This design comes from an exercise in tuning for small area, a short achievable clock period and few clock cycles per item on the open sky130 flow, not from production work. Only simulation tests tie the RTL to the original design; equivalence was not proved. Power figures rest on the tool's default switching activity, not on a simulated workload.

### design.v
package edge_reader_pkg;
    localparam int CORE_NUM = 4;
    localparam int CACHELINE_LEN_WIDTH = 3;
    localparam int CACHELINE_LEN = 1 << CACHELINE_LEN_WIDTH;
    localparam int WAIT_END_DELAY = 20;
    typedef logic [16-1:0] vertex_id_t;
    typedef logic [22-1:0] offset_t;
    typedef logic [22-CACHELINE_LEN_WIDTH-1:0] line_addr_t;
    typedef logic [CACHELINE_LEN-1:0] edge_mask_t;
    typedef logic [$clog2(CORE_NUM)-1:0] lane_idx_t;
    typedef struct packed {
        line_addr_t addr;
        edge_mask_t mask;
        vertex_id_t v_id;
    } edge_req_t;
endpackage
`timescale 1ns/1ps
module edge_reader_top (
    input  logic                           clk,
    input  logic                           rst,
    input  edge_reader_pkg::vertex_id_t                     in_v_id,
    input  edge_reader_pkg::offset_t                        in_loffset,
    input  edge_reader_pkg::offset_t                        in_roffset,
    input  logic                           in_valid,
    output logic                           in_ready,
    input  logic                           front_iteration_end,
    input  logic       [4-1:0]     edge_stall,
    output edge_reader_pkg::line_addr_t [4-1:0]     edge_addr,
    output edge_reader_pkg::edge_mask_t [4-1:0]     edge_mask,
    output edge_reader_pkg::vertex_id_t [4-1:0]     edge_v_id,
    output logic       [4-1:0]     edge_valid,
    output logic                           iteration_end
);
    localparam int NL = 4;
    localparam int OW = 22;
    localparam int SW = 3;
    localparam int LW = OW - SW;
    localparam int VW = 16;
    function automatic logic add_eq(input logic [LW-1:0] a, input logic [LW-1:0] b, input logic [1:0] k);
        logic [LW-1:0] y, c, t;
        y = ~a;
        c = LW'(k - 2'd1);
        t = (b ^ y ^ c) ~^ {((b[LW-2:0] & y[LW-2:0]) | ((b[LW-2:0] | y[LW-2:0]) & ~c[LW-2:0])), 1'b0};
        add_eq = &t;
    endfunction
    function automatic logic [LW-1:0] lm2_of(input logic [LW-1:0] x, input logic nz);
        logic [LW-1:0] r;
        logic bo;
        r[0] = nz ? x[0] : !x[0];
        r[1] = nz ? !x[1] : (x[1] ^ x[0]);
        bo = nz ? !x[1] : !(x[1] && x[0]);
        for (int i = 2; i < LW; i++)
            r[i] = x[i] ^ (bo && !(|(x & ((LW'(1) << i) - LW'(4)))));
        lm2_of = r;
    endfunction
    logic [LW-1:0] i_lo_hi, i_ro_hi;
    logic          i_nz;
    logic          i_single;    
    logic          i_two;       
    assign i_lo_hi = in_loffset[OW-1:SW];
    assign i_ro_hi = in_roffset[OW-1:SW];
    assign i_nz = |in_roffset[SW-1:0];
    assign i_single = i_nz ? (i_ro_hi == i_lo_hi) : add_eq(i_lo_hi, i_ro_hi, 2'd1);
    assign i_two = i_nz ? add_eq(i_lo_hi, i_ro_hi, 2'd1) : add_eq(i_lo_hi, i_ro_hi, 2'd2);
    typedef struct packed {
        logic [VW-1:0] vid;
        logic [LW-1:0] addr;      
        logic [SW-1:0] lo_lo;
        logic [LW-1:0] ro_hi;
        logic [SW-1:0] ro_lo;
        logic          nz;
        logic          single;
        logic          two;
    } vtx_t;
    logic  s_valid, b_valid;
    vtx_t  s_q, b_q;
    logic  s_empty;
    logic  s_nz;
    logic [SW-1:0] s_hi;          
    logic [7:0]    s_mask;        
    assign s_empty = !({s_q.addr, s_q.lo_lo} < {s_q.ro_hi, s_q.ro_lo});
    assign s_nz = s_q.nz;
    assign s_hi = s_q.ro_lo - 1'b1;
    logic [LW-1:0] s_lm2;
    assign s_lm2 = lm2_of(s_q.ro_hi, s_q.nz);
    always_comb begin
        for (int b = 0; b < 8; b++)
            s_mask[b] = (SW'(b) >= s_q.lo_lo) && (!s_q.single || (SW'(b) <= s_hi));
    end
    logic [VW-1:0] b_vid;
    logic [LW-1:0] b_addr;
    logic [LW-1:0] b_lm2;
    logic [SW-1:0] b_hi;
    logic          b_single;
    logic          b_two;
    logic [7:0]    b_mask;
    logic          b_empty;
    logic          xfer_b_r;      
    logic          xfer_s_r;      
    logic          b_open_r;      
    logic [NL-1:0] load_r;        
    logic [VW-1:0] c_vid;
    logic [LW-1:0] c_addr;
    logic [LW-1:0] c_lm2;
    logic [SW-1:0] c_hi;
    logic          c_single;
    logic          c_two;
    logic [7:0]    c_mask;
    logic          c_empty;
    assign c_vid = xfer_b_r ? b_vid : s_q.vid;
    assign c_addr = xfer_b_r ? b_addr : s_q.addr;
    assign c_lm2 = xfer_b_r ? b_lm2 : s_lm2;
    assign c_hi = xfer_b_r ? b_hi : s_hi;
    assign c_single = xfer_b_r ? b_single : s_q.single;
    assign c_two = xfer_b_r ? b_two : s_q.two;
    assign c_mask = xfer_b_r ? b_mask : s_mask;
    assign c_empty = xfer_b_r ? b_empty : s_empty;
    logic [NL-1:0]   h_valid;
    logic [NL-1:0]   h_last;
    logic [NL-1:0]   e_valid;
    logic [LW-1:0]   h_addr [NL];
    logic [LW-1:0]   h_lm2 [NL];
    logic [NL-1:0]   h_ne;        
    logic [VW-3:0]   h_vid  [NL];
    logic [SW-1:0]   h_hi   [NL];
    logic [7:0]      h_mask [NL];
    logic [NL-1:0]   h_free;
    logic [NL-1:0]   load;
    logic [NL-1:0]   hv_next, hl_next, ev_next;
    logic [NL-1:0]   hv_pred, hf_pred;
    always_comb begin
        for (int i = 0; i < NL; i++) begin
            h_free[i] = !h_valid[i] || (e_valid[i] && h_last[i]);
            load[i] = load_r[i];
            hv_next[i] = load[i] ? !c_empty : (h_valid[i] && !h_free[i]);
            ev_next[i] = hv_next[i] && !edge_stall[i];
            if (load[i])
                hl_next[i] = c_single;
            else if (e_valid[i])
                hl_next[i] = h_ne[i];
            else
                hl_next[i] = h_last[i];
            hv_pred[i] = load[i] || (h_valid[i] && !h_free[i]);
            hf_pred[i] = !hv_pred[i] || (!edge_stall[i] && hl_next[i]);
        end
    end
    logic take;
    logic s_to_b;
    logic sv_next, bv_next;
    logic [1:0] sl_next, bl_next;
    logic xb_n, xs_n;
    assign take = in_valid && in_ready;
    assign s_to_b = s_valid && !xfer_s_r && b_open_r;
    assign bv_next = (b_valid && !xfer_b_r) || s_to_b;
    assign sv_next = (s_valid && !xfer_s_r && !s_to_b) || take;
    assign bl_next = s_to_b ? s_q.vid[1:0] : b_vid[1:0];
    assign sl_next = take ? in_v_id[1:0] : s_q.vid[1:0];
    assign xb_n = bv_next && hf_pred[bl_next];
    assign xs_n = sv_next && hf_pred[sl_next] && !xb_n && !(bv_next && (bl_next == sl_next));
    always_ff @(posedge clk) begin
        if (rst) begin
            s_valid <= 1'b0;
            b_valid <= 1'b0;
            in_ready <= 1'b0;
            xfer_b_r <= 1'b0;
            xfer_s_r <= 1'b0;
            b_open_r <= 1'b0;
            load_r <= '0;
        end else begin
            s_valid <= sv_next;
            b_valid <= bv_next;
            xfer_b_r <= xb_n;
            xfer_s_r <= xs_n;
            b_open_r <= !bv_next || xb_n;
            in_ready <= !sv_next || xs_n || !bv_next || xb_n;
            for (int i = 0; i < NL; i++)
                load_r[i] <= (xb_n && (bl_next == 2'(i))) || (xs_n && (sl_next == 2'(i)));
        end
    end
    always_ff @(posedge clk) begin
        if (in_ready)
            s_q <= {in_v_id, i_lo_hi, in_loffset[SW-1:0], i_ro_hi, in_roffset[SW-1:0], i_nz,
                    i_single, i_two};
    end
    always_ff @(posedge clk) begin
        if (b_open_r) begin
            b_vid <= s_q.vid;
            b_addr <= s_q.addr;
            b_lm2 <= s_lm2;
            b_hi <= s_hi;
            b_single <= s_q.single;
            b_two <= s_q.two;
            b_mask <= s_mask;
            b_empty <= s_empty;
        end
    end
    always_ff @(posedge clk) begin
        if (rst) begin
            h_valid <= '0;
            e_valid <= '0;
        end else begin
            h_valid <= hv_next;
            e_valid <= ev_next;
        end
    end
    always_ff @(posedge clk) h_last <= hl_next;
    always_ff @(posedge clk) begin
        for (int i = 0; i < NL; i++) begin
            if (load[i]) begin
                h_addr[i] <= c_addr;
                h_lm2[i] <= c_lm2;
                h_ne[i] <= c_two;
                h_vid[i] <= c_vid[VW-1:2];
                h_hi[i] <= c_hi;
                h_mask[i] <= c_mask;
            end else if (e_valid[i] && !h_last[i]) begin
                h_addr[i] <= h_addr[i] + 1'b1;
                h_ne[i] <= (h_addr[i] == h_lm2[i]);
                for (int b = 0; b < 8; b++)
                    h_mask[i][b] <= !h_ne[i] || (SW'(b) <= h_hi[i]);
            end
        end
    end
    for (genvar i = 0; i < NL; i++) begin : g_out
        assign edge_addr[i] = h_addr[i];
        assign edge_mask[i] = h_mask[i];
        assign edge_v_id[i] = {h_vid[i], 2'(i)};
        assign edge_valid[i] = e_valid[i];
    end
    localparam int CNT_W = $clog2(20 + 1);
    logic [CNT_W-1:0] settle_cnt;
    logic settled;
    logic idle;
    always_ff @(posedge clk)
        if (rst)
            idle <= 1'b0;
        else
            idle <= !sv_next && !bv_next && !(|hv_next);
    assign settled = front_iteration_end && !take && idle;
    always_ff @(posedge clk) begin
        if (rst || !settled) begin
            settle_cnt <= '0;
            iteration_end <= 1'b0;
        end else if (settle_cnt >= CNT_W'(20)) begin
            iteration_end <= 1'b1;
        end else begin
            settle_cnt <= settle_cnt + 1'b1;
            iteration_end <= 1'b0;
        end
    end
endmodule
### flow/run.sh
#!/bin/bash
# The standard layout, with plain buf_1 cells as the port buffers instead of
# the default delay buffers: every input and output port still gets its own
# buffer. Each step's full output goes to standard.log here (and ORFS's own
# per-step logs under orfs/logs).
set -euo pipefail
echo "export BUFFER_PORTS_ARGS = -buffer_cell sky130_fd_sc_hd__buf_1" >> config.mk
bash standard.sh > standard.log 2>&1
### standard.sh
#!/bin/bash
# synth_recipe.tcl (not shown) runs the flow's synth.tcl, then flattens the netlist and writes it again
# the make line also repeats each setting of config.mk as NAME=value (left out here)
make -C /OpenROAD-flow-scripts/flow DESIGN_CONFIG=/design/flow/config.mk WORK_HOME=/design/flow/orfs CLKGATE_MAP_FILE= SYNTH_SCRIPT=/design/flow/synth_recipe.tcl "${@:-finish}"
### config.mk
export PLATFORM = sky130hd
export DESIGN_NAME = edge_reader_top
export DESIGN_NICKNAME = edge_reader_top
export VERILOG_FILES = /design/flow/design.v
export SDC_FILE = /design/flow/constraint.sdc
export NUM_CORES = 4
export LEC_CHECK = 0
export ABC_AREA = 1
export CAP_MARGIN = 20
export CORE_MARGIN = 2
export CORE_UTILIZATION = 65
export SETUP_SLACK_MARGIN = 3.2
export SLEW_MARGIN = 20
export BUFFER_PORTS_ARGS = -buffer_cell sky130_fd_sc_hd__buf_1
### constraint.sdc
create_clock -name core_clock -period 5.5 [get_ports {clk}]
set_input_delay 1.1000 -clock core_clock [delete_from_list [all_inputs] [get_ports {clk}]]
set_output_delay 1.1000 -clock core_clock [all_outputs]
set_load 0.01 [all_outputs]
==> results of run 1 <==
## registers in the layout (all words and copies together) (netlist names), 4 cells and up
signal / cells
b_lm2: 19
h_ne: 4
h_lm2: 76
h_vid: 56
h_last: 4
h_hi: 12
h_valid: 4
load_r: 4
e_valid: 4
s_q: 63
h_addr: 76
b_vid: 16
b_addr: 19
b_mask: 8
settle_cnt: 5
h_mask: 32
## power breakdown
part,internal (mW),switching [mW],leakage [nW]
sequential,3.66,0.0836,3.83
combinational,0.242,0.521,4.30
clock,1.70,1.20,0.691
## per-layer routing
layer / share of wire (%) / vias to the layer above / track usage, % / routed length (um)
li1: - / 6544 / - / -
met1: 40 / 6694 / 43.1 / 19600
met2: 46 / 711 / 48.6 / 22700
met3: 9.7 / 124 / 6.49 / 4730
met4: 4.1 / 2 / 12.7 / 2010
met5: 0.027 / - / 0 / 13
## worst max-delay path: cells and delay by family (launching register included)
family   cells  cell delay, ns
flops        1            0.38
buf+inv      2            0.33
## area by class of cell
| cell class | count | area (um^2) |
|---|---|---|
| timing repair buffer | 320 | 1630 |
| clock inverter | 29 | 327 |
| clock buffer | 49 | 1080 |
| multi-input combinational | 1067 | 6330 |
| tap | 384 | 480 |
| inverter | 175 | 671 |
| sequential | 416 | 12200 |
| fill | 1853 | 6130 |
## Yosys cell counts, drive strengths merged
master,number
a2111oi,1
nor3,25
nand3b,7
a21oi,32
o21bai,1
a22oi,4
a221oi,3
a31oi,10
and2,5
xnor2,41
a41oi,1
clkinv,2
o41ai,1
dfxtp,29
o221ai,4
nand4,30
conb,2
o2111ai,6
nand2,376
a21o,1
or2,12
and3,1
edfxtp,387
o21ai,119
a211oi,4
nor3b,1
nor4b,1
o22ai,29
mux2i,28
nor4,9
clkbuf,20
ha,52
buf,21
nand3,61
o21a,2
nor2,130
xor2,62
inv,173
## kinds of logic after synthesis
group                      after synthesis  synth area share, %
AOI/OAI and AO/OA                      218                 6.55
xor gates and xnor gates               103                 4.76
adders and majority gates               52                 3.40
buffers and inverters                  216                 4.51
DFF                                    416                 63.8
muxes                                   28                 1.47
other                                    2               0.0393
and+or+nand+nor                        658                 15.5
## path summary, 6_finish.rpt
path,startpoint,end,cells after the start
setup / recovery,in_ready$_SDFF_PP0_,in_ready,2
hold / removal,s_q[47]$_DFFE_PP_,b_vid[0]$_DFFE_PP_,0
setup reg to reg,s_q[4]$_DFFE_PP_,h_mask[3][2]$_DFFE_PP_,7
hold reg to reg,s_q[47]$_DFFE_PP_,b_vid[0]$_DFFE_PP_,0
## per-stage QoR
step	hold WS, ns	util [%]	instance area [um^2]
2_1_floorplan	0.426	-	19200
3_3_place_gp	0.428	71.0	20500
3_5_place_dp	0.435	71.0	20500
4_1_cts	0.449	77.5	22400
5_1_grt	0.448	78.8	22700
6_report	0.449	78.8	22700
## what timing repair did
action	in CTS	in global routing
buffers inserted	45	21
gates cloned	0	3
pin swaps	0	2
gates resized for setup	36	35
endpoints found under the setup margin	160	112
==> qor.csv, run 1 <==
metric,value,unit
hold_path.class,reg2reg,
critPathKind,reg2out,
drt_iter0_markers,1730,
fin_crit_sh,42.9,%
crit_path_cell_trace,buf_16 -> buf_1,
io_pins,246,
required,4.40,ns
via_per_inst,5.77,
clk_latency,0.54,ns
slew-limit-headroom,18.0,%
yosysWarnings,6,
syn_avg_cell_area,11.3,um^2
grt_max_degree,70,
area_growth,18.8,%
fin_nets,2142,
fin_tns_setup,0,ns
hold_buffers,0,
core_region_area,28900,um^2
ys_seq_area_share,63.8,%
grt_pass1_wl,72400,um
setup_ws,3.14,ns
worstMarginPinSlew,1.20,ns
cts_tree,yes,
period_needed,2.36,ns
grt_pass1_vias,13300,
rsz0062_at_grt,yes,
vias,14100,
cts.clk_slew.worst_paths,0.06,ns
antenna_found_initial,1,
antenna_left,0,
wirelength,49000,um
drive_gt1_share,13.4,%
max-cap-violations,0,
cts-root-buf,clkbuf_16,
netlist_instances,1693,
hold_violations,0,
cts.path.max_buffers,3,
max_freq,424,MHz
drtPass1Iterations,6,
slew_viol_final,0,
die-area,30800,um^2
layout.cells.non_filler,2440,
power.leakage,8.83,nW
ys_seq_elements,416,
yosys-top-cells-area,"edfxtp_1, nand2_1, ha_1, inv_1, dfxtp_1",
wl_per_cell,20.1,um
vdd_drop_max,307,uV
diodes,0,
routabilityCongestion,0.912,
crit_slowest_cell,dfxtp_4,
layout_commonest_cell,edfxtp_1,
syn-cell-area,19100,um^2
cp.arrival,1.26,ns
drc,0,
startpoint_type,register,
ys_types,55,
power_density,326,nW/um^2
max_stage_delay,0.38,ns
die_w,176,um
power,7.40,mW
end_kind,output port,
rows,62,
gr-total-overflow,0,
reg2reg_setup_slack,3.21,ns
skew,0.0225,ns
gr-usage-all-layers,31.1,%
yosys.area.top_type_share,60.8,%
final_cell_mix,"edfxtp_1, nand2_1, buf_1, inv_1, nor2_1",
status,no timing/DRC/antenna violations,
synth_top_area_cell,edfxtp_1,
placed_cells,2293,
die_y,176,um
portBuffers,237,
htreeDepth,2,
cp_max_fo,16,
place_ws,2.68,ns
clock-sinks,416,
dpl.hpwl,33200,um
setup_viol,0,
cts_inserted_buffers,42,
start_util,66.3,%
Testbench counts, summed over its fixed seeds: cycles 22,408, items 38,351.
==> run 2, diff against run 1 <==
--- a/design.v
+++ b/design.v
@@ -150,6 +150,10 @@
     logic [1:0] sl_next, bl_next;
     logic xb_n, xs_n;
     assign take = in_valid && in_ready;
+    logic s_open_next;
+    assign s_open_next = !sv_next || xs_n || !bv_next || xb_n;
+    logic s_en;
+    always_ff @(posedge clk) s_en <= s_open_next;
     assign s_to_b = s_valid && !xfer_s_r && b_open_r;
     assign bv_next = (b_valid && !xfer_b_r) || s_to_b;
     assign sv_next = (s_valid && !xfer_s_r && !s_to_b) || take;
@@ -172,13 +176,13 @@
             xfer_b_r <= xb_n;
             xfer_s_r <= xs_n;
             b_open_r <= !bv_next || xb_n;
-            in_ready <= !sv_next || xs_n || !bv_next || xb_n;
+            in_ready <= s_open_next;
             for (int i = 0; i < NL; i++)
                 load_r[i] <= (xb_n && (bl_next == 2'(i))) || (xs_n && (sl_next == 2'(i)));
         end
     end
     always_ff @(posedge clk) begin
-        if (in_ready)
+        if (s_en)
             s_q <= {in_v_id, i_lo_hi, in_loffset[SW-1:0], i_ro_hi, in_roffset[SW-1:0], i_nz,
                     i_single, i_two};
     end
==> qor.csv, run 2 <==
metric,value,unit
synthArstFlopShare,0,%
die_y,175,um
cts-root-buf,clkbuf_16,
drt_iter0_markers,1101,
vias,13800,
fin_nets,2134,
power.leakage,8.81,nW
cp_max_fo,2,
die_w,175,um
startpoint_type,register,
gr-total-overflow,0,
yosys.area.top_type_share,60.9,%
hold_violations,0,
synth_top_area_cell,edfxtp_1,
ys_seq_elements,417,
portBuffers,237,
slew_viol_final,0,
ys_seq_area_share,64.0,%
wirelength,45400,um
finalInstanceArea,22500,um^2
drive_gt1_share,12.5,%
place_area,20500,um^2
crit_slowest_cell,edfxtp_1,
antenna_left,0,
antenna_found_initial,0,
dpl.hpwl,31900,um
diodes,0,
fin_crit_sh,41.4,%
netlist_instances,1691,
syn-cell-area,19100,um^2
core_region_area,28800,um^2
slew-limit-headroom,42.9,%
cts.clk_slew.worst_paths,0.06,ns
fin_tns_setup,0,ns
routabilityCongestion,0.910,
max-cap-violations,0,
die-area,30800,um^2
cts_inserted_buffers,42,
rows,62,
crit_path_cell_trace,buf_2,
max_stage_delay,0.45,ns
htreeDepth,2,
required,4.40,ns
vdd_drop_max,327,uV
io_pins,246,
grt_pass1_wl,69800,um
area_growth,17.8,%
worstMarginPinSlew,0.847,ns
clock-sinks,417,
ys_types,49,
grt_pass1_vias,13100,
cts.path.max_buffers,3,
setup_viol,0,
critPathTopFamily,flip-flops,
via_per_inst,5.67,
drc,0,
synth_common_cells,"edfxtp_1, nand2_1, inv_1",
hold_path.class,reg2reg,
synth_top_flop_cell,edfxtp_1,
layout_commonest_cell,edfxtp_1,
final_cell_mix,"edfxtp_1, nand2_1, buf_1, inv_1, nor2_1",
gr-usage-all-layers,29.5,%
drtPass1Iterations,5,
synth_most_common_cell,edfxtp_1,
cp.arrival,1.18,ns
start_util,66.4,%
yosysWarnings,6,
critPathKind,reg2out,
grt_max_degree,62,
top_regs,"h_addr (76), h_lm2 (76), s_q (63)",
yosys-top-cells-area,"edfxtp_1, nand2_1, inv_1, ha_1, dfxtp_1",
cts_tree,yes,
syn_avg_cell_area,11.3,um^2
wl_per_cell,18.7,um
synth_edf_count,387,
max_freq,439,MHz
worst-path-buf-inv,1,
skew,0.0192,ns
period_needed,2.28,ns
power_density,320,nW/um^2
end_kind,output port,
status,no timing/DRC/antenna violations,
rsz0062_at_grt,yes,
clk_latency,0.55,ns
## run 2: cells by family after synthesis
family | count (synthesis) | synth area share, %
simple gates | 643 | 15.2
other cells | 2 | 0.0393
buf+inv | 229 | 4.81
compound gates | 233 | 7.04
mux | 29 | 1.52
xor+xnor | 86 | 3.94
fa+ha+maj | 52 | 3.41
flops | 417 | 64.0
## run 2: area by class of cell
type | instances | area, um^2
clock buffers | 57 | 1140
clock inverters | 21 | 198
fillers | 1913 | 6290
inverters | 188 | 721
multi-input cells | 1051 | 6160
flip-flops and latches | 417 | 12200
well taps | 384 | 480
repair buffers | 314 | 1550
## run 2: stage by stage
stage          std cells  hold WS, ns  util (%)  worst slack (ns)  power (mW)
2_1_floorplan       1697        0.426         -              3.20        4.21
3_3_place_gp        2288        0.428      71.1              2.89        4.41
4_1_cts             2415        0.446      77.3              3.20        7.20
5_1_grt             2432        0.454      78.1              3.15        7.45
3_5_place_dp        2288        0.432      71.1              2.88        4.44
6_report            2432        0.447      78.1              3.22        7.20
## run 2: where the power goes
| group | total (mW) | internal (mW) | switching [mW] |
|---|---|---|---|
| logic | 0.689 | 0.229 | 0.460 |
| registers | 3.74 | 3.66 | 0.0866 |
| clock network | 2.76 | 1.60 | 1.16 |
| total | 7.20 | 5.49 | 1.71 |
## run 2: layer usage
layer / routed length [um] / up-vias / GRT usage [%] / part of all wire, %
met1: 19000 / 6508 / 41.0 / 42
met2: 21100 / 647 / 47.0 / 47
met3: 3720 / 100 / 5.63 / 8.2
met4: 1600 / 0 / 10.9 / 3.5
li1: - / 6527 / - / -
met5: 0 / - / 0 / 0
## run 2: repair_timing
action                     4_1_cts  5_1_grt
cloned                           0        0
pin swaps                        1        3
buffers inserted                49       17
setup endpoints to repair      123       89
gates resized for setup         25       28
hold buffers                     0        0
## run 2: final timing paths
| check | endpoint | slack [ns] | cells after the start | from |
|---|---|---|---|---|
| worst min register to register | b_vid[1]$_DFFE_PP_ | 0.45 | 0 | s_q[48]$_DFFE_PP_ |
| worst max register to register | h_mask[1][7]$_DFFE_PP_ | 3.34 | 9 | s_q[4]$_DFFE_PP_ |
| worst max-delay path | edge_addr[24] | 3.22 | 1 | h_addr[1][5]$_DFFE_PP_ |
| worst min-delay path | b_vid[1]$_DFFE_PP_ | 0.45 | 0 | s_q[48]$_DFFE_PP_ |
Testbench counts of run 2, summed over its fixed seeds: cycles 22,408, items 38,351.
==> run 3, diff against run 2 <==
--- a/config.mk
+++ b/config.mk
@@ -9,6 +9,6 @@
 export CAP_MARGIN = 20
 export CORE_MARGIN = 2
 export CORE_UTILIZATION = 65
-export SETUP_SLACK_MARGIN = 3.2
+export SETUP_SLACK_MARGIN = 3.0
 export SLEW_MARGIN = 20
 export BUFFER_PORTS_ARGS = -buffer_cell sky130_fd_sc_hd__buf_1
==> qor.csv, run 3 <==
metric,value,unit
synth_top_flop_cell,edfxtp_1,
drt_iter0_markers,1415,
cts.clk_slew.worst_paths,0.06,ns
final_cell_mix,"edfxtp_1, nand2_1, buf_1, inv_1, nor2_1",
synth_most_common_cell,edfxtp_1,
cts-root-buf,clkbuf_16,
placed_cells,2288,
setup_ws,3.11,ns
die_w,175,um
yosys-top-cells-area,"edfxtp_1, nand2_1, inv_1, ha_1, dfxtp_1",
worstMarginPinSlew,0.834,ns
hp-start,s_q[50]$_DFFE_PP_,
area_growth,14.3,%
slew_viol_final,0,
routabilityCongestion,0.934,
dpl.hpwl,32500,um
syn-cell-area,19100,um^2
hold_violations,0,
setup_viol,0,
cts_inserted_buffers,43,
antenna_left,0,
ys_types,49,
fill_cells,1991,
netlist_instances,1691,
layout_commonest_cell,edfxtp_1,
required,4.40,ns
timing.rr.end,h_lm2[2][18]$_DFFE_PP_,
slew-limit-headroom,43.8,%
drtPass1Iterations,6,
io_pins,246,
hold_depth,0,
period_needed,2.39,ns
ff_latch_area,12200,um^2
synth_common_cells,"edfxtp_1, nand2_1, inv_1",
hold-path-endpoint,b_vid[3]$_DFFE_PP_,
diodes,0,
reg2reg_setup_slack,3.18,ns
drive_gt1_share,8.43,%
crit_slowest_cell,edfxtp_1,
grt_pass1_vias,12800,
status,no timing/DRC/antenna violations,
htreeDepth,2,
syn_avg_cell_area,11.3,um^2
cp_max_fo,7,
power.leakage,8.46,nW
worst-path-buf-inv,1,
max_stage_delay,0.49,ns
max-cap-violations,0,
synthArstFlopShare,0,%
vdd_drop_max,251,uV
fin_nets,2071,
power_density,329,nW/um^2
cts_tree,yes,
layout.cells.non_filler,2366,
cp.arrival,1.29,ns
power,7.19,mW
cts.path.max_buffers,3,
portBuffers,237,
wirelength,44500,um
crit_path_start,h_addr[2][2]$_DFFE_PP_,
via_per_inst,5.68,
multi_input_area,6030,um^2
yosys.area.top_type_share,60.9,%
fin_crit_sh,43.4,%
grt_pass1_wl,68600,um
place_ws,2.61,ns
grt_max_degree,71,
wl_per_cell,18.8,um
max_freq,419,MHz
drc,0,
die_y,175,um
crit_path_cell_trace,buf_1,
fin_util,75.8,%
gr-usage-all-layers,28.9,%
clk_latency,0.54,ns
end_kind,output port,
critPathTopFamily,flip-flops,
gr-total-overflow,0,
critPathKind,reg2out,
synth_edf_count,387,
rsz0062_at_grt,no,
antenna_found_initial,0,
ys_seq_area_share,64.0,%
top_regs,"h_addr (76), h_lm2 (76), s_q (63)",
fin_tns_setup,0,ns
ys_seq_elements,417,
core_region_area,28800,um^2
reg2reg_from,s_q[6]$_DFFE_PP_,
die-area,30800,um^2
rows,62,
skew,0.0195,ns
vias,13400,
clock-sinks,417,
yosysWarnings,6,
r2r_cells,9,
start_util,66.4,%
startpoint_type,register,
synth_top_area_cell,edfxtp_1,
hold_path.class,reg2reg,
==> run 3: how the worst max path moves through the flow <==
stage	end	slack (ns)	cells past startpoint
2_1_floorplan	h_addr[1][0]$_DFFE_PP_	3.08	4
3_3_place_gp	load_r[1]$_SDFF_PP0_	2.70	8
3_5_place_dp	h_mask[3][5]$_DFFE_PP_	2.61	5
4_1_cts	h_mask[1][3]$_DFFE_PP_	3.01	11
5_1_grt	e_valid[0]$_SDFF_PP0_	3.02	10
6_report	edge_addr[40]	3.11	1
==> run 3: report_power, final <==
part	internal [mW]	total [mW]	switching, mW
clock network	1.65	2.81	1.16
logic	0.193	0.613	0.420
registers	3.66	3.76	0.106
total	5.50	7.19	1.69
==> run 3: repair_timing <==
action / CTS / global route
setup buffers: 1 / 1
setup endpoints to repair: 101 / 43
pin swaps: 0 / 0
hold buffers: 0 / 0
cloned: 0 / 0
resized for setup: 7 / 15
==> run 3: cell type report <==
cell class	count	area share (%)
repair buffers	250	4.60
well taps	384	2.20
inverters	188	3.27
multi-input cells	1051	27.6
flip-flops and latches	417	56.1
clock inverters	27	1.11
clock buffers	49	5.13
==> run 3: metal layers <==
layer / wire length, um / up-vias / global-route usage, %
met1: 19200 / 6361 / 41.9
met2: 20500 / 609 / 44.8
met3: 3560 / 93 / 4.94
met4: 1270 / 0 / 9.83
li1: - / 6371 / -
met5: 0 / - / 0
==> run 3: stage by stage <==
step                cell area (um^2)  hold WS [ns]
finish                         21800         0.452
global route                   21800         0.462
CTS                            21800         0.449
detailed placement             20400         0.437
global placement               20400         0.429
floorplan                      19100         0.426
==> run 3: kinds of logic after synthesis <==
| kind of cell | count (synthesis) | share of synthesized area (%) |
|---|---|---|
| AOI/OAI and AO/OA | 233 | 7.04 |
| xor gates and xnor gates | 86 | 3.94 |
| adders and majority gates | 52 | 3.41 |
| buffers and inverters | 229 | 4.81 |
| DFF | 417 | 64.0 |
| muxes | 29 | 1.52 |
| other | 2 | 0.0393 |
| and+or+nand+nor | 643 | 15.2 |
==> run 4, diff against run 3 <==
--- a/config.mk
+++ b/config.mk
@@ -9,6 +9,6 @@
 export CAP_MARGIN = 20
 export CORE_MARGIN = 2
 export CORE_UTILIZATION = 65
-export SETUP_SLACK_MARGIN = 3.0
+export SETUP_SLACK_MARGIN = 3.4
 export SLEW_MARGIN = 20
 export BUFFER_PORTS_ARGS = -buffer_cell sky130_fd_sc_hd__buf_1
==> qor.csv, run 4 <==
metric,value,unit
status,no timing/DRC/antenna violations,
grt_max_degree,62,
synth_top_area_cell,edfxtp_1,
slew-limit-headroom,43.1,%
antenna_left,0,
cp_max_fo,2,
yosys.area.top_type_share,60.9,%
wl_per_cell,19.5,um
ys_seq_area_share,64.0,%
cts-root-buf,clkbuf_16,
routabilityCongestion,0.936,
hold_violations,0,
worstMarginPinSlew,0.845,ns
setup_viol,0,
cts.path.max_buffers,3,
start_util,66.4,%
hold_path.class,reg2reg,
layout.cells.non_filler,2525,
drtPass1Iterations,6,
fin_hold_ws,0.454,ns
hp-start,s_q[53]$_DFFE_PP_,
gr-usage-all-layers,29.9,%
synth_top_flop_cell,edfxtp_1,
dpl.hpwl,32200,um
end_kind,output port,
cts.clk_slew.worst_paths,0.06,ns
skew,0.0266,ns
syn-cell-area,19100,um^2
vias,14600,
hold-path-endpoint,b_vid[6]$_DFFE_PP_,
ys_types,49,
fin_tns_setup,0,ns
yosysWarnings,6,
max-cap-violations,0,
wirelength,49200,um
via_per_inst,5.77,
cp.arrival,1.20,ns
cts_inserted_buffers,42,
worst-path-buf-inv,1,
ys_seq_elements,417,
clk_latency,0.55,ns
setup_ws,3.20,ns
grt_pass1_wl,70500,um
reg2reg_from,s_q[4]$_DFFE_PP_,
gr-total-overflow,0,
antenna_found_initial,0,
critPathTopFamily,flip-flops,
hold_buffers,0,
die_y,175,um
ff_latch_area,12200,um^2
portBuffers,237,
fill_cells,1583,
rows,62,
drt_iter0_markers,1689,
area_growth,25.7,%
period_needed,2.30,ns
drc,0,
syn_avg_cell_area,11.3,um^2
crit_path_cell_trace,buf_1,
crit_slowest_cell,edfxtp_1,
power_density,305,nW/um^2
startpoint_type,register,
layout_commonest_cell,edfxtp_1,
cts_tree,yes,
io_pins,246,
rsz0062_at_grt,yes,
final_cell_mix,"edfxtp_1, nand2_1, inv_1, buf_4, clkbuf_2",
synth_common_cells,"edfxtp_1, nand2_1, inv_1",
die-area,30800,um^2
slew_viol_final,0,
netlist_instances,1691,
timing.rr.end,h_mask[0][3]$_DFFE_PP_,
die_w,175,um
drive_gt1_share,25.8,%
required,4.40,ns
core_region_area,28800,um^2
hold_depth,0,
yosys-top-cells-area,"edfxtp_1, nand2_1, inv_1, ha_1, dfxtp_1",
vdd_drop_max,357,uV
diodes,0,
max_freq,434,MHz
reg2reg_setup_slack,3.30,ns
max_stage_delay,0.48,ns
fin_crit_sh,41.9,%
top_regs,"h_addr (76), h_lm2 (76), s_q (63)",
multi_input_area,6600,um^2
r2r_cells,11,
synth_most_common_cell,edfxtp_1,
place_ws,2.77,ns
clock-sinks,417,
synthArstFlopShare,0,%
placed_cells,2288,
grt_pass1_vias,13400,
critPathKind,reg2out,
synth_edf_count,387,
fin_nets,2229,
htreeDepth,2,
power.leakage,9.80,nW
run 4: cell counts after synthesis:
No cell type changed its count.
run 4: power by group:
part | switching [mW] | total [mW] | internal, mW
clock network | 1.17 | 2.78 | 1.61
logic | 0.508 | 0.797 | 0.290
registers | 0.0843 | 3.74 | 3.66
total | 1.76 | 7.32 | 5.55
run 4: cell type report:
cell class / instances / share of cell area (%)
Clock inverter: 24 / 0.917
Tap cell: 384 / 2.00
Sequential cell: 417 / 51.0
Multi-Input combinational cell: 1051 / 27.5
Timing Repair Buffer: 409 / 10.8
Inverter: 188 / 3.09
Clock buffer: 52 / 4.71
run 4: metrics by stage:
step	utilization (%)	power, mW	instance area [um^2]
2_1_floorplan	-	4.21	19200
3_3_place_gp	71.1	4.41	20500
3_5_place_dp	71.1	4.44	20500
4_1_cts	79.2	7.23	22800
5_1_grt	83.4	7.54	24000
6_report	83.4	7.32	24000
run 4: kinds of logic (layout without fill, tap and decap cells):
family / count (synthesis) / after routing / synth area share, %
AO/OA/AOI/OAI: 233 / 233 / 7.04
multiplexers: 29 / 29 / 1.52
adder cells (fa/ha/maj): 52 / 52 / 3.41
XOR/XNOR: 86 / 86 / 3.94
flip-flops: 417 / 417 / 64.0
other: 2 / 8 / 0.0393
AND/OR/NAND/NOR: 643 / 643 / 15.2
buffers and inverters: 229 / 673 / 4.81
run 4: routing by layer:
layer	up-vias	GRT usage (%)	wire length, um
met5	-	0	0
met4	0	10.3	1670
met3	122	4.65	4090
met2	775	48.4	23600
met1	6950	41.7	19800
li1	6732	-	-
run 4: how the worst max path moves through the flow:
stage	start	to	depth (start not counted)
finish	h_addr[1][5]$_DFFE_PP_	edge_addr[24]	1
global route	h_addr[1][5]$_DFFE_PP_	edge_addr[24]	1
CTS	h_addr[1][5]$_DFFE_PP_	edge_addr[24]	1
detailed placement	in_roffset[10]	s_q[1]$_DFFE_PP_	10
global placement	in_roffset[10]	s_q[1]$_DFFE_PP_	10
floorplan	in_roffset[10]	s_q[1]$_DFFE_PP_	9
run 4: timing repair:
action                     4_1_cts  5_1_grt
pin swaps                        3       41
setup endpoints to repair      291      278
cloned                           0        2
gates resized for setup         95      231
setup buffers                   87       72
==> run 5, diff against run 4 <==
--- a/design.v
+++ b/design.v
@@ -94,7 +94,6 @@
     logic          b_single;
     logic          b_two;
     logic [7:0]    b_mask;
-    logic          b_empty;
     logic          xfer_b_r;      
     logic          xfer_s_r;      
     logic          b_open_r;      
@@ -114,7 +113,7 @@
     assign c_single = xfer_b_r ? b_single : s_q.single;
     assign c_two = xfer_b_r ? b_two : s_q.two;
     assign c_mask = xfer_b_r ? b_mask : s_mask;
-    assign c_empty = xfer_b_r ? b_empty : s_empty;
+    assign c_empty = !xfer_b_r && s_empty;
     logic [NL-1:0]   h_valid;
     logic [NL-1:0]   h_last;
     logic [NL-1:0]   e_valid;
@@ -154,9 +153,9 @@
     assign s_open_next = !sv_next || xs_n || !bv_next || xb_n;
     logic s_en;
     always_ff @(posedge clk) s_en <= s_open_next;
-    assign s_to_b = s_valid && !xfer_s_r && b_open_r;
+    assign s_to_b = s_valid && !s_empty && !xfer_s_r && b_open_r;
     assign bv_next = (b_valid && !xfer_b_r) || s_to_b;
-    assign sv_next = (s_valid && !xfer_s_r && !s_to_b) || take;
+    assign sv_next = (s_valid && !s_empty && !xfer_s_r && !s_to_b) || take;
     assign bl_next = s_to_b ? s_q.vid[1:0] : b_vid[1:0];
     assign sl_next = take ? in_v_id[1:0] : s_q.vid[1:0];
     assign xb_n = bv_next && hf_pred[bl_next];
@@ -195,7 +194,6 @@
             b_single <= s_q.single;
             b_two <= s_q.two;
             b_mask <= s_mask;
-            b_empty <= s_empty;
         end
     end
     always_ff @(posedge clk) begin
--- a/config.mk
+++ b/config.mk
@@ -9,6 +9,6 @@
 export CAP_MARGIN = 20
 export CORE_MARGIN = 2
 export CORE_UTILIZATION = 65
-export SETUP_SLACK_MARGIN = 3.4
+export SETUP_SLACK_MARGIN = 3.2
 export SLEW_MARGIN = 20
 export BUFFER_PORTS_ARGS = -buffer_cell sky130_fd_sc_hd__buf_1
==> qor.csv, run 5 <==
metric,value,unit
cts.path.max_buffers,3,
cts_inserted_buffers,42,
netlist_instances,1597,
core_region_area,28500,um^2
vias,14200,
skew,0.0121,ns
via_per_inst,5.78,
antenna_found_initial,0,
rsz0062_at_grt,yes,
synth_top_flop_cell,edfxtp_1,
max-cap-violations,0,
cp.arrival,2.99,ns
placed_cells,2195,
fill_cells,1505,
drive_gt1_share,23.6,%
ys_types,53,
slew_viol_final,0,
slew-limit-headroom,40.3,%
required,5.93,ns
die_w,174,um
gr-total-overflow,0,
drt_iter0_markers,1653,
status,no timing/DRC/antenna violations,
synthArstFlopShare,0,%
synth_edf_count,386,
power.leakage,9.41,nW
htreeDepth,2,
wirelength,49600,um
hold_buffers,0,
drc,0,
power,7.25,mW
multi_input_area,6710,um^2
worstMarginPinSlew,0.886,ns
fin_tns_setup,0,ns
layout_commonest_cell,edfxtp_1,
yosys-top-cells-area,"edfxtp_1, nand2_1, xor2_1, o21ai_0, ha_1",
critPathKind,reg2reg,
cts-root-buf,clkbuf_16,
synth_common_cells,"edfxtp_1, nand2_1, inv_1",
synth_top_area_cell,edfxtp_1,
end_kind,register,
hold_violations,0,
start_util,65.7,%
die-area,30200,um^2
dpl.hpwl,31400,um
hold_path.class,reg2reg,
die_y,174,um
diodes,0,
fin_nets,2154,
rows,62,
setup_viol,0,
clk_latency,0.53,ns
clock-sinks,416,
ff_latch_area,12200,um^2
yosys.area.top_type_share,61.8,%
gr-usage-all-layers,30.1,%
fin_crit_sh,46.5,%
final_cell_mix,"edfxtp_1, nand2_1, buf_1, buf_4, inv_1",
syn-cell-area,18700,um^2
antenna_left,0,
period_needed,2.56,ns
top_regs,"h_addr (76), h_lm2 (76), s_q (63)",
cts.clk_slew.worst_paths,0.06,ns
yosysWarnings,6,
ys_seq_elements,416,
synth_most_common_cell,edfxtp_1,
area_growth,27.9,%
ys_seq_area_share,65.0,%
grt_max_degree,61,
vdd_drop_max,293,uV
portBuffers,237,
fin_util,84.0,%
power_density,302,nW/um^2
grt_pass1_vias,12900,
cp_max_fo,6,
startpoint_type,register,
max_freq,391,MHz
io_pins,246,
syn_avg_cell_area,11.7,um^2
drtPass1Iterations,6,
wl_per_cell,20.2,um
grt_pass1_wl,70400,um
routabilityCongestion,0.956,
cts_tree,yes,
layout.cells.non_filler,2452,
run 5: cell type report:
cell class | instances | share of cell area, %
Tap cell | 384 | 2.00
Timing Repair Buffer | 431 | 10.6
Clock inverter | 25 | 0.819
Multi-Input combinational cell | 966 | 28.0
Sequential cell | 416 | 50.9
Clock buffer | 53 | 4.91
Inverter | 177 | 2.83
run 5: layer usage:
metal	GRT usage, %	share of wire (%)	wire length, um
met1	44.0	41	20100
met2	46.7	47	23500
met3	4.19	8.3	4120
met4	11.2	3.8	1870
met5	0	0	0
run 5: repair_timing:
| item | in CTS | in global routing |
|---|---|---|
| pin swaps | 43 | 79 |
| gates cloned | 0 | 0 |
| gates resized for setup | 110 | 175 |
| setup buffers | 94 | 85 |
| setup endpoints to repair | 138 | 175 |
run 5: path summary, 6_finish.rpt:
check / from / end / slack, ns / cells after the start
hold reg to reg: s_q[48]$_DFFE_PP_ / b_vid[1]$_DFFE_PP_ / 0.45 / 0
setup reg to reg: s_q[41]$_DFFE_PP_ / in_ready$_SDFF_PP0_ / 2.94 / 17
setup / recovery: s_q[41]$_DFFE_PP_ / in_ready$_SDFF_PP0_ / 2.94 / 17
hold / removal: s_q[48]$_DFFE_PP_ / b_vid[1]$_DFFE_PP_ / 0.45 / 0
run 5: worst max-delay path, stage by stage (launching register included):
cell and delay, ns:
edfxtp_1 0.45, ha_1 0.32, nand2_2 0.09, inv_1 0.06
nand2_1 0.09, nand2_2 0.07, a21oi_4 0.15, nand2_2 0.09
nor2_4 0.17, nand4_1 0.22, nand2_2 0.20, nand2_2 0.07
nand2_2 0.07, nand2_4 0.08, nand2_2 0.08, nand4_1 0.11
nand2_1 0.10, inv_1 0.04
run 5: per-stage QoR:
stage	cell area, um^2	hold WS (ns)	worst slack [ns]
after floorplan	18900	0.426	3.09
after global placement	20100	0.430	2.63
after detailed placement	20100	0.434	2.52
after CTS	22600	0.451	2.94
after global routing	24000	0.460	2.81
final	24000	0.450	2.94
run 5: cell families (layout without fill, tap and decap cells):
logic type | Yosys count | in the layout | synth area share, %
and+or+nand+nor | 522 | 522 | 12.7
DFF | 416 | 416 | 65.0
AOI/OAI and AO/OA | 245 | 245 | 7.44
buffers and inverters | 221 | 686 | 4.59
xor gates and xnor gates | 108 | 108 | 5.09
adders and majority gates | 52 | 52 | 3.47
muxes | 31 | 31 | 1.66
other | 2 | 8 | 0.0401
run 5: power breakdown:
group          total, mW  internal [mW]  leakage [nW]  switching (mW)
Clock               2.84           1.66         0.672            1.18
Sequential          3.70           3.62          3.88          0.0833
Combinational      0.705          0.253          4.86           0.452
Testbench counts of run 5, summed over its fixed seeds: cycles 21,876, items 38,351.
==> run 6, diff against run 5 <==
--- a/design.v
+++ b/design.v
@@ -62,25 +62,34 @@
     assign i_nz = |in_roffset[SW-1:0];
     assign i_single = i_nz ? (i_ro_hi == i_lo_hi) : add_eq(i_lo_hi, i_ro_hi, 2'd1);
     assign i_two = i_nz ? add_eq(i_lo_hi, i_ro_hi, 2'd1) : add_eq(i_lo_hi, i_ro_hi, 2'd2);
+    logic          i_lt;
+    always_comb begin
+        logic above;
+        above = 1'b1;
+        i_lt = 1'b0;
+        for (int i = OW - 1; i >= 0; i--) begin
+            i_lt = i_lt | (above & in_roffset[i] & !in_loffset[i]);
+            above = above & (in_roffset[i] == in_loffset[i]);
+        end
+    end
     typedef struct packed {
         logic [VW-1:0] vid;
         logic [LW-1:0] addr;      
         logic [SW-1:0] lo_lo;
         logic [LW-1:0] ro_hi;
-        logic [SW-1:0] ro_lo;
-        logic          nz;
+        logic [SW-1:0] hi;        
+        logic          nz;        
+        logic          empty;
         logic          single;
         logic          two;
     } vtx_t;
     logic  s_valid, b_valid;
     vtx_t  s_q, b_q;
     logic  s_empty;
-    logic  s_nz;
     logic [SW-1:0] s_hi;          
     logic [7:0]    s_mask;        
-    assign s_empty = !({s_q.addr, s_q.lo_lo} < {s_q.ro_hi, s_q.ro_lo});
-    assign s_nz = s_q.nz;
-    assign s_hi = s_q.ro_lo - 1'b1;
+    assign s_empty = s_q.empty;
+    assign s_hi = s_q.hi;
     logic [LW-1:0] s_lm2;
     assign s_lm2 = lm2_of(s_q.ro_hi, s_q.nz);
     always_comb begin
@@ -182,7 +191,7 @@
     end
     always_ff @(posedge clk) begin
         if (s_en)
-            s_q <= {in_v_id, i_lo_hi, in_loffset[SW-1:0], i_ro_hi, in_roffset[SW-1:0], i_nz,
+            s_q <= {in_v_id, i_lo_hi, in_loffset[SW-1:0], i_ro_hi, in_roffset[SW-1:0] - 1'b1, i_nz, !i_lt,
                     i_single, i_two};
     end
     always_ff @(posedge clk) begin
==> qor.csv, run 6 <==
metric,value,unit
status,no timing/DRC/antenna violations,
place_ws,2.58,ns
yosys.area.top_type_share,61.2,%
power_switching_share,23.9,%
rsz0062_at_grt,yes,
setup_ws,3.21,ns
setup_viol,0,
switchingPower,1.71,mW
p_seq_share,51.8,%
vias,14500,
power_density,317,nW/um^2
finalInstanceArea,22600,um^2
synth_most_common_cell,edfxtp_1,
grt_max_degree,72,
fin_tns_setup,0,ns
startpoint_type,register,
grt_pass1_wl,76900,um
hold_violations,0,
die-area,30600,um^2
critPathTopFamily,flip-flops,
cts-root-buf,clkbuf_16,
reg2reg_setup_slack,3.21,ns
synthArstFlopShare,0,%
drive_gt1_share,14.0,%
synth_top_area_cell,edfxtp_1,
layout.cells.non_filler,2460,
vdd_drop_max,221,uV
period_needed,2.29,ns
syn-cell-area,19000,um^2
place_area,20400,um^2
start_util,66.2,%
worstMarginPinSlew,1.13,ns
worst-path-buf-inv,1,
combPwrFrac,9.0,%
antenna_found_initial,2,
cts_inserted_buffers,42,
layout_commonest_cell,edfxtp_1,
drt_iter0_markers,1936,
cts.clk_slew.worst_paths,0.06,ns
diodes,0,
drtPass1Iterations,5,
dpl.hpwl,34800,um
wirelength,51500,um
grt_pass1_vias,13700,
skew,0.0321,ns
synth_common_cells,"edfxtp_1, nand2_1, inv_1",
antenna_left,0,
yosysWarnings,6,
crit_path_cell_trace,buf_1,
drc,0,
final_cell_mix,"edfxtp_1, nand2_1, buf_1, inv_1, o21ai_0",
placed_cells,2306,
fill_cells,1832,
clock-sinks,417,
die_w,175,um
routabilityCongestion,0.912,
wl_per_cell,20.9,um
clk_latency,0.55,ns
hold_buffers,0,
crit_slowest_cell,edfxtp_1,
gr-usage-all-layers,33.3,%
ys_types,55,
gr-total-overflow,0,
fin_crit_sh,41.7,%
end_kind,output port,
yosys-top-cells-area,"edfxtp_1, nand2_1, inv_1, dfxtp_1, o21ai_0",
ys_seq_elements,417,
portBuffers,237,
max-cap-violations,0,
synth_edf_count,387,
cts_tree,yes,
max_freq,436,MHz
internal_power,5.45,mW
cts.path.max_buffers,3,
p_clk_share,39.2,%
ys_seq_area_share,64.3,%
top_regs,"h_addr (76), h_lm2 (76), s_q (64)",
slew_viol_final,0,
required,4.40,ns
netlist_instances,1708,
via_per_inst,5.90,
rows,62,
max_stage_delay,0.47,ns
critPathKind,reg2out,
fin_nets,2141,
power.leakage,8.68,nW
area_growth,18.8,%
htreeDepth,2,
synth_top_flop_cell,edfxtp_1,
die_y,175,um
slew-limit-headroom,22.8,%
cp.arrival,1.19,ns
core_region_area,28700,um^2
syn_avg_cell_area,11.1,um^2
cp_max_fo,2,
io_pins,246,
hold_path.class,reg2reg,
==> run 6: final cells by class <==
class / instances / area [um^2] / share of cell area [%]
clock buffers: 53 / 1100 / 4.88
repair buffers: 332 / 1690 / 7.50
repair inverters: 1 / 7.51 / 0.0333
inverters: 185 / 706 / 3.13
multi-input cells: 1064 / 6100 / 27.0
flip-flops and latches: 417 / 12200 / 54.2
well taps: 384 / 480 / 2.13
clock inverters: 24 / 240 / 1.06
==> run 6: per-layer routing <==
metal  up-vias  GRT usage [%]  wire length, um
met2       922           51.7            23100
met5         -              0                0
met3       118           5.66             5830
met4         0           11.9             2000
li1       6615              -                -
met1      6867           48.1            20600
==> run 6: power groups by stage <==
| stage | Clock, mW | Sequential, mW | Combinational (mW) |
|---|---|---|---|
| finish | 2.81 | 3.71 | 0.641 |
| global placement | 0 | 3.78 | 0.547 |
| detailed placement | 0 | 3.79 | 0.559 |
| CTS | 2.81 | 3.71 | 0.604 |
| global route | 2.93 | 3.72 | 0.696 |
| floorplan | 0 | 3.79 | 0.318 |
==> run 6: through the flow <==
stage,hold slack [ns],utilization (%),total power [mW]
final,0.430,78.6,7.16
after global placement,0.431,71.1,4.33
after detailed placement,0.434,71.1,4.35
after global routing,0.441,78.6,7.35
after floorplan,0.421,-,4.11
after CTS,0.428,77.5,7.13
==> run 6: timing repair <==
action                                  CTS  global route
setup buffers                            52            24
pin swaps                                 0            10
gates resized for setup                  28            54
gates cloned                              1             0
endpoints found under the setup margin  171           114
==> run 6: cells by family (layout without fill, tap and decap cells) <==
group	after synthesis	after routing	share of synthesized area [%]
AOI/OAI and AO/OA	255	255	7.63
and+or+nand+nor	669	669	16.2
xor gates and xnor gates	77	77	3.59
buffers and inverters	233	595	4.91
muxes	25	25	1.32
DFF	417	417	64.3
adders and majority gates	30	30	1.98
other	2	8	0.0395
==> run 6: final timing paths <==
| check | to | cells after the start | start |
|---|---|---|---|
| max | edge_addr[13] | 1 | h_addr[0][13]$_DFFE_PP_ |
| min | b_vid[2]$_DFFE_PP_ | 0 | s_q[50]$_DFFE_PP_ |
| max reg2reg | h_lm2[0][6]$_DFFE_PP_ | 6 | s_q[7]$_DFFE_PP_ |
| min reg2reg | b_vid[2]$_DFFE_PP_ | 0 | s_q[50]$_DFFE_PP_ |
Testbench counts of run 6, summed over its fixed seeds: cycles 21,876, items 38,351.
==> run 7, diff against run 6 <==
--- a/config.mk
+++ b/config.mk
@@ -9,6 +9,6 @@
 export CAP_MARGIN = 20
 export CORE_MARGIN = 2
 export CORE_UTILIZATION = 65
-export SETUP_SLACK_MARGIN = 3.2
+export SETUP_SLACK_MARGIN = 3.4
 export SLEW_MARGIN = 20
 export BUFFER_PORTS_ARGS = -buffer_cell sky130_fd_sc_hd__buf_1
==> qor.csv, run 7 <==
metric,value,unit
diodes,0,
route.met3.wl,8230,um
multi_input_area,6470,um^2
rsz0062_at_grt,yes,
status,no timing/DRC/antenna violations,
htreeDepth,2,
grt_max_degree,63,
final_cell_mix,"edfxtp_1, nand2_1, inv_1, buf_4",
netlist_instances,1708,
power_density,309,nW/um^2
end_kind,output port,
synth_common_cells,"edfxtp_1, nand2_1, inv_1",
fin_tns_setup,0,ns
cts.clk_slew.worst_paths,0.06,ns
portBuffers,237,
hp-start,s_q[57]$_DFFE_PP_,
hold_path.class,reg2reg,
antenna_left,0,
critPathKind,reg2out,
ys_seq_area_share,64.3,%
internal_power,5.66,mW
fin_util,83.9,%
startpoint_type,register,
synth_top_flop_cell,edfxtp_1,
place_ws,2.63,ns
highest-signal-layer,met4,
met1Wirelength,20500,um
vdd_drop_max,275,uV
fill_cells,1512,
via_per_inst,6.14,
top_regs,"h_addr (76), h_lm2 (76), s_q (64)",
io_pins,246,
ff_latch_area,12200,um^2
start_util,66.2,%
die_y,175,um
setup_ws,3.17,ns
drc,0,
required,4.40,ns
setup_viol,0,
slew_viol_final,0,
max_freq,429,MHz
power,7.44,mW
reg2reg_setup_slack,3.37,ns
switchingPower,1.78,mW
drt_iter0_markers,2206,
clock-sinks,417,
dr_wl_met2,26900,um
gr-total-overflow,0,
drtPass1Iterations,7,
synth_edf_count,387,
layout_commonest_cell,edfxtp_1,
area_growth,26.8,%
hold_depth,0,
cp_max_fo,2,
die_w,175,um
syn-cell-area,19000,um^2
dpl.hpwl,35100,um
cts-root-buf,clkbuf_16,
grt_pass1_vias,14200,
cp.arrival,1.23,ns
drive_gt1_share,25.6,%
cts_tree,yes,
ys_seq_elements,417,
synth_top_area_cell,edfxtp_1,
max_stage_delay,0.50,ns
die-area,30600,um^2
core_region_area,28700,um^2
synth_most_common_cell,edfxtp_1,
crit_path_cell_trace,clkbuf_2,
yosysWarnings,6,
antenna_found_initial,2,
vias,15500,
crit_slowest_cell,edfxtp_1,
period_needed,2.33,ns
reg2reg_from,h_addr[3][0]$_DFFE_PP_,
worst-path-buf-inv,1,
power.leakage,9.63,nW
timing.rr.end,h_addr[3][18]$_DFFE_PP_,
fin_nets,2211,
wl_per_cell,23.3,um
max-cap-violations,0,
skew,0.0178,ns
routabilityCongestion,0.969,
p_clk_share,39.8,%
ys_types,55,
wirelength,58900,um
hold_violations,0,
grt_pass1_wl,80200,um
cts.path.max_buffers,3,
r2r_cells,11,
clk_latency,0.55,ns
syn_avg_cell_area,11.1,um^2
p_seq_share,50.0,%
power_switching_share,24.0,%
gr-usage-all-layers,35.2,%
cts_inserted_buffers,42,
yosys-top-cells-area,"edfxtp_1, nand2_1, inv_1, dfxtp_1, o21ai_0",
synthArstFlopShare,0,%
placed_cells,2303,
slew-limit-headroom,34.3,%
fin_crit_sh,42.4,%
combPwrFrac,10.2,%
hold-path-endpoint,b_vid[9]$_DFFE_PP_,
rows,62,
critPathTopFamily,flip-flops,
layout.cells.non_filler,2530,
worstMarginPinSlew,0.958,ns
yosys.area.top_type_share,61.2,%
run 7: cell counts after synthesis:
Identical to the previous run, type by type.
run 7: kinds of logic (layout without fill, tap and decap cells):
family	after synthesis	in the layout	synth area share, %
AOI/OAI and AO/OA	255	255	7.63
and+or+nand+nor	669	669	16.2
other	2	8	0.0395
buffers and inverters	233	665	4.91
xor gates and xnor gates	77	77	3.59
muxes	25	25	1.32
DFF	417	417	64.3
adders and majority gates	30	30	1.98
run 7: how the worst max path moves through the flow:
stage               cells after the start                     from          endpoint
floorplan                              11           in_roffset[20]  s_q[2]$_DFFE_PP_
global placement                       12           in_roffset[20]  s_q[2]$_DFFE_PP_
detailed placement                     12           in_roffset[20]  s_q[2]$_DFFE_PP_
CTS                                     1   h_addr[0][8]$_DFFE_PP_      edge_addr[8]
global route                            1  h_addr[2][17]$_DFFE_PP_     edge_addr[55]
finish                                  1  h_addr[2][17]$_DFFE_PP_     edge_addr[55]
run 7: power by group through the flow:
stage | clock, mW | sequential [mW] | combinational (mW)
final | 2.96 | 3.72 | 0.756
after global routing | 3.09 | 3.73 | 0.801
after CTS | 2.96 | 3.72 | 0.655
after detailed placement | 0 | 3.82 | 0.552
after global placement | 0 | 3.81 | 0.539
after floorplan | 0 | 3.79 | 0.326
run 7: cell type report:
type | instances | area share (%)
tap | 384 | 2.00
inverter | 185 | 3.06
multi-input combinational | 1064 | 26.9
clock buffer | 57 | 4.99
clock inverter | 20 | 0.909
sequential | 417 | 50.9
timing repair buffer | 403 | 11.3
run 7: metal layers:
metal,vias to the layer above,GRT usage (%)
met4,0,14.3
li1,6769,-
met5,-,0
met2,1276,54.5
met1,7255,48.8
met3,223,8.03
run 7: what timing repair did:
item                                    4_1_cts  5_1_grt
pin swaps                                    19       30
hold buffers                                  0        0
setup buffers                                92       57
endpoints found under the setup margin      420      249
resized for setup                           137      183
hold endpoints to repair                      0        0
cloned                                        0        1
run 7: worst register-to-register path, cell delays in order, from the launching register on:
cell      delay [ns]
edfxtp_1        0.42
buf_4           0.15
buf_6           0.13
ha_4            0.16
nand4_1         0.12
nor2_2          0.17
nand2_2         0.13
nor2_4          0.11
nand3b_1        0.13
xor2_1          0.17
nand2_1         0.10
o21ai_1         0.09
run 7: metrics by stage:
step           hold WS (ns)  instance area [um^2]
2_1_floorplan         0.421                 19300
3_3_place_gp          0.429                 20500
3_5_place_dp          0.435                 20500
4_1_cts               0.449                 23100
5_1_grt               0.470                 24100
6_report              0.450                 24100
==> run 8, diff against run 7 <==
--- a/design.v
+++ b/design.v
@@ -76,9 +76,8 @@
         logic [VW-1:0] vid;
         logic [LW-1:0] addr;      
         logic [SW-1:0] lo_lo;
-        logic [LW-1:0] ro_hi;
+        logic [LW-1:0] lm2;       
         logic [SW-1:0] hi;        
-        logic          nz;        
         logic          empty;
         logic          single;
         logic          two;
@@ -91,7 +90,7 @@
     assign s_empty = s_q.empty;
     assign s_hi = s_q.hi;
     logic [LW-1:0] s_lm2;
-    assign s_lm2 = lm2_of(s_q.ro_hi, s_q.nz);
+    assign s_lm2 = s_q.lm2;
     always_comb begin
         for (int b = 0; b < 8; b++)
             s_mask[b] = (SW'(b) >= s_q.lo_lo) && (!s_q.single || (SW'(b) <= s_hi));
@@ -191,7 +190,7 @@
     end
     always_ff @(posedge clk) begin
         if (s_en)
-            s_q <= {in_v_id, i_lo_hi, in_loffset[SW-1:0], i_ro_hi, in_roffset[SW-1:0] - 1'b1, i_nz, !i_lt,
+            s_q <= {in_v_id, i_lo_hi, in_loffset[SW-1:0], lm2_of(i_ro_hi, i_nz), in_roffset[SW-1:0] - 1'b1, !i_lt,
                     i_single, i_two};
     end
     always_ff @(posedge clk) begin
--- a/config.mk
+++ b/config.mk
@@ -9,6 +9,6 @@
 export CAP_MARGIN = 20
 export CORE_MARGIN = 2
 export CORE_UTILIZATION = 65
-export SETUP_SLACK_MARGIN = 3.4
+export SETUP_SLACK_MARGIN = 3.2
 export SLEW_MARGIN = 20
 export BUFFER_PORTS_ARGS = -buffer_cell sky130_fd_sc_hd__buf_1
==> qor.csv, run 8 <==
metric,value,unit
status,no timing/DRC/antenna violations,
vdd_drop_max,212,uV
rsz0062_at_grt,yes,
fin_nets,2135,
ys_types,49,
cp.arrival,1.28,ns
required,4.40,ns
ys_seq_area_share,64.3,%
synth_edf_count,386,
antenna_found_initial,0,
skew,0.0195,ns
yosys.area.top_type_share,61.2,%
placed_cells,2305,
hold_buffers,0,
netlist_instances,1710,
drt_iter0_markers,1661,
drc,0,
final_cell_mix,"nand2_1, edfxtp_1, buf_1, inv_1, o21ai_0",
synthArstFlopShare,0,%
diodes,0,
synth_top_flop_cell,edfxtp_1,
dpl.hpwl,34300,um
syn-cell-area,18900,um^2
routabilityCongestion,0.919,
max_freq,421,MHz
grt_pass1_wl,76600,um
top_regs,"h_addr (76), h_lm2 (76), s_q (63)",
power_density,313,nW/um^2
hold-path-endpoint,b_vid[11]$_DFFE_PP_,
wl_per_cell,21.1,um
cts_inserted_buffers,42,
place_area,20400,um^2
timing.rr.end,h_addr[0][8]$_DFFE_PP_,
core_region_area,28700,um^2
power.leakage,8.75,nW
reg2reg_setup_slack,3.24,ns
drive_gt1_share,14.3,%
fin_tns_setup,0,ns
clk_latency,0.54,ns
yosysWarnings,6,
wirelength,51900,um
layout_commonest_cell,nand2_1,
ys_seq_elements,416,
gr-total-overflow,0,
die-area,30500,um^2
rows,62,
area_growth,18.6,%
synth_most_common_cell,nand2_1,
gr-usage-all-layers,33.2,%
reg2reg_from,xfer_b_r$_SDFF_PP0_,
slew_viol_final,0,
portBuffers,237,
clock-sinks,416,
hold_path.class,reg2reg,
grt_pass1_vias,13700,
fin_crit_sh,43.2,%
cts-root-buf,clkbuf_16,
end_kind,output port,
critPathKind,reg2out,
slew-limit-headroom,20.3,%
die_w,175,um
worstMarginPinSlew,1.16,ns
ff_latch_area,12200,um^2
hold_violations,0,
layout.cells.non_filler,2454,
finalInstanceArea,22500,um^2
synth_common_cells,"nand2_1, edfxtp_1, inv_1",
fill_cells,1850,
io_pins,246,
yosys-top-cells-area,"edfxtp_1, nand2_1, inv_1, dfxtp_1, o21ai_0",
syn_avg_cell_area,11.1,um^2
cts.clk_slew.worst_paths,0.06,ns
grt_max_degree,72,
setup_viol,0,
antenna_left,0,
htreeDepth,2,
die_y,175,um
drtPass1Iterations,5,
multi_input_area,6150,um^2
synth_top_area_cell,edfxtp_1,
cts.path.max_buffers,3,
startpoint_type,register,
r2r_cells,3,
cts_tree,yes,
hp-start,s_q[58]$_DFFE_PP_,
cp_max_fo,3,
hold_depth,0,
vias,14500,
setup_ws,3.12,ns
start_util,66.0,%
power,7.03,mW
via_per_inst,5.90,
place_ws,2.50,ns
period_needed,2.38,ns
max-cap-violations,0,
==> run 8: worst max-delay path, stage by stage, from the launching register on <==
cell and delay (ns):
edfxtp_1 0.46, buf_6 0.17, buf_6 0.11
==> run 8: how the worst max path moves through the flow <==
| stage | startpoint | to | slack (ns) | depth (start not counted) |
|---|---|---|---|---|
| floorplan | in_loffset[21] | s_q[2]$_DFFE_PP_ | 3.00 | 11 |
| global placement | in_roffset[14] | s_q[2]$_DFFE_PP_ | 2.52 | 12 |
| detailed placement | in_roffset[20] | s_q[2]$_DFFE_PP_ | 2.50 | 12 |
| CTS | h_addr[2][0]$_DFFE_PP_ | edge_addr[38] | 3.19 | 1 |
| global route | in_loffset[21] | s_q[2]$_DFFE_PP_ | 3.06 | 12 |
| finish | h_addr[2][0]$_DFFE_PP_ | edge_addr[38] | 3.12 | 2 |
==> run 8: kinds of logic after synthesis <==
logic type,count (synthesis),synth area share (%)
xor gates and xnor gates,82,3.79
and+or+nand+nor,706,16.8
AOI/OAI and AO/OA,213,6.41
adders and majority gates,30,1.98
DFF,416,64.3
muxes,33,1.74
buffers and inverters,228,4.89
other,2,0.0396
==> run 8: where the power goes <==
part,switching [mW],internal (mW),total [mW]
Combinational,0.421,0.188,0.609
Sequential,0.0742,3.61,3.69
Clock,1.18,1.55,2.73
==> run 8: area by class of cell <==
type / count / area share, %
Tap cell: 384 / 2.14
Clock inverter: 20 / 0.629
Inverter: 185 / 3.30
Clock buffer: 57 / 5.21
Sequential cell: 416 / 54.3
Multi-Input combinational cell: 1072 / 27.4
Timing Repair Buffer: 320 / 7.04
==> run 8: routing by layer <==
metal	track usage, %	vias to the layer above	share of wire [%]
li1	-	6578	-
met1	45.4	6887	39
met2	51.9	867	46
met3	6.20	151	9.6
met4	16.1	0	5.3
met5	0	-	0
==> run 8: per-stage QoR <==
step / util [%] / hold WS, ns
after global placement: 70.9 / 0.429
final: 78.3 / 0.449
after detailed placement: 70.9 / 0.434
after global routing: 78.3 / 0.458
after floorplan: - / 0.426
after CTS: 77.0 / 0.449
==> run 8: what timing repair did <==
item,4_1_cts,5_1_grt
setup buffers,39,33
pin swaps,5,15
gates resized for setup,44,37
setup endpoints to repair,135,89
Testbench counts of run 8, summed over its fixed seeds: cycles 21,876, items 38,351.

re-timing with driven ports:
The results above use ideal ports. As a check the final layouts listed here were re-extracted and re-timed, cells and wires unchanged. Step 1 sets driving cells, clkbuf_16 on the clock port and buf_2 on the other inputs (assumed; they add their load-dependent delay and slew). Step 2 times the ports against the registers' clock, not the clock port: input delays grow and output delays shrink by t, the midpoint of the rising clock arrivals with the driver on. a / b / c = no drivers / after step 1 / after step 2; a / b = the first two.
run | t (ns) | slack for setup (ns) | hold WS [ns] | worst setup path after step 2 | clock arrival spread, ns
run 1 | 0.581 | 3.142 / 3.091 / 2.748 | 0.449 / 0.449 / 0.449 | input to register | 0.023 / 0.023
run 2 | 0.595 | 3.223 / 3.170 / 2.843 | 0.447 / 0.447 / 0.447 | input to register | 0.020 / 0.019
run 3 | 0.580 | 3.111 / 3.059 / 2.781 | 0.452 / 0.452 / 0.452 | input to register | 0.020 / 0.020
run 4 | 0.591 | 3.196 / 3.141 / 2.867 | 0.454 / 0.454 / 0.454 | input to register | 0.027 / 0.028
run 5 | 0.577 | 2.944 / 2.944 / 2.646 | 0.450 / 0.450 / 0.450 | input to register | 0.017 / 0.017
run 6 | 0.586 | 3.209 / 3.157 / 2.694 | 0.430 / 0.430 / 0.430 | input to register | 0.035 / 0.034
run 7 | 0.593 | 3.170 / 3.118 / 2.902 | 0.450 / 0.450 / 0.450 | input to register | 0.019 / 0.019
run 8 | 0.588 | 3.122 / 3.069 / 2.619 | 0.449 / 0.449 / 0.449 | input to register | 0.020 / 0.020
After both steps every run listed still meets setup and hold. For run 6, which loses most, drivers alone change the setup slack by -0.052 ns; drivers and shift together by -0.515 ns.
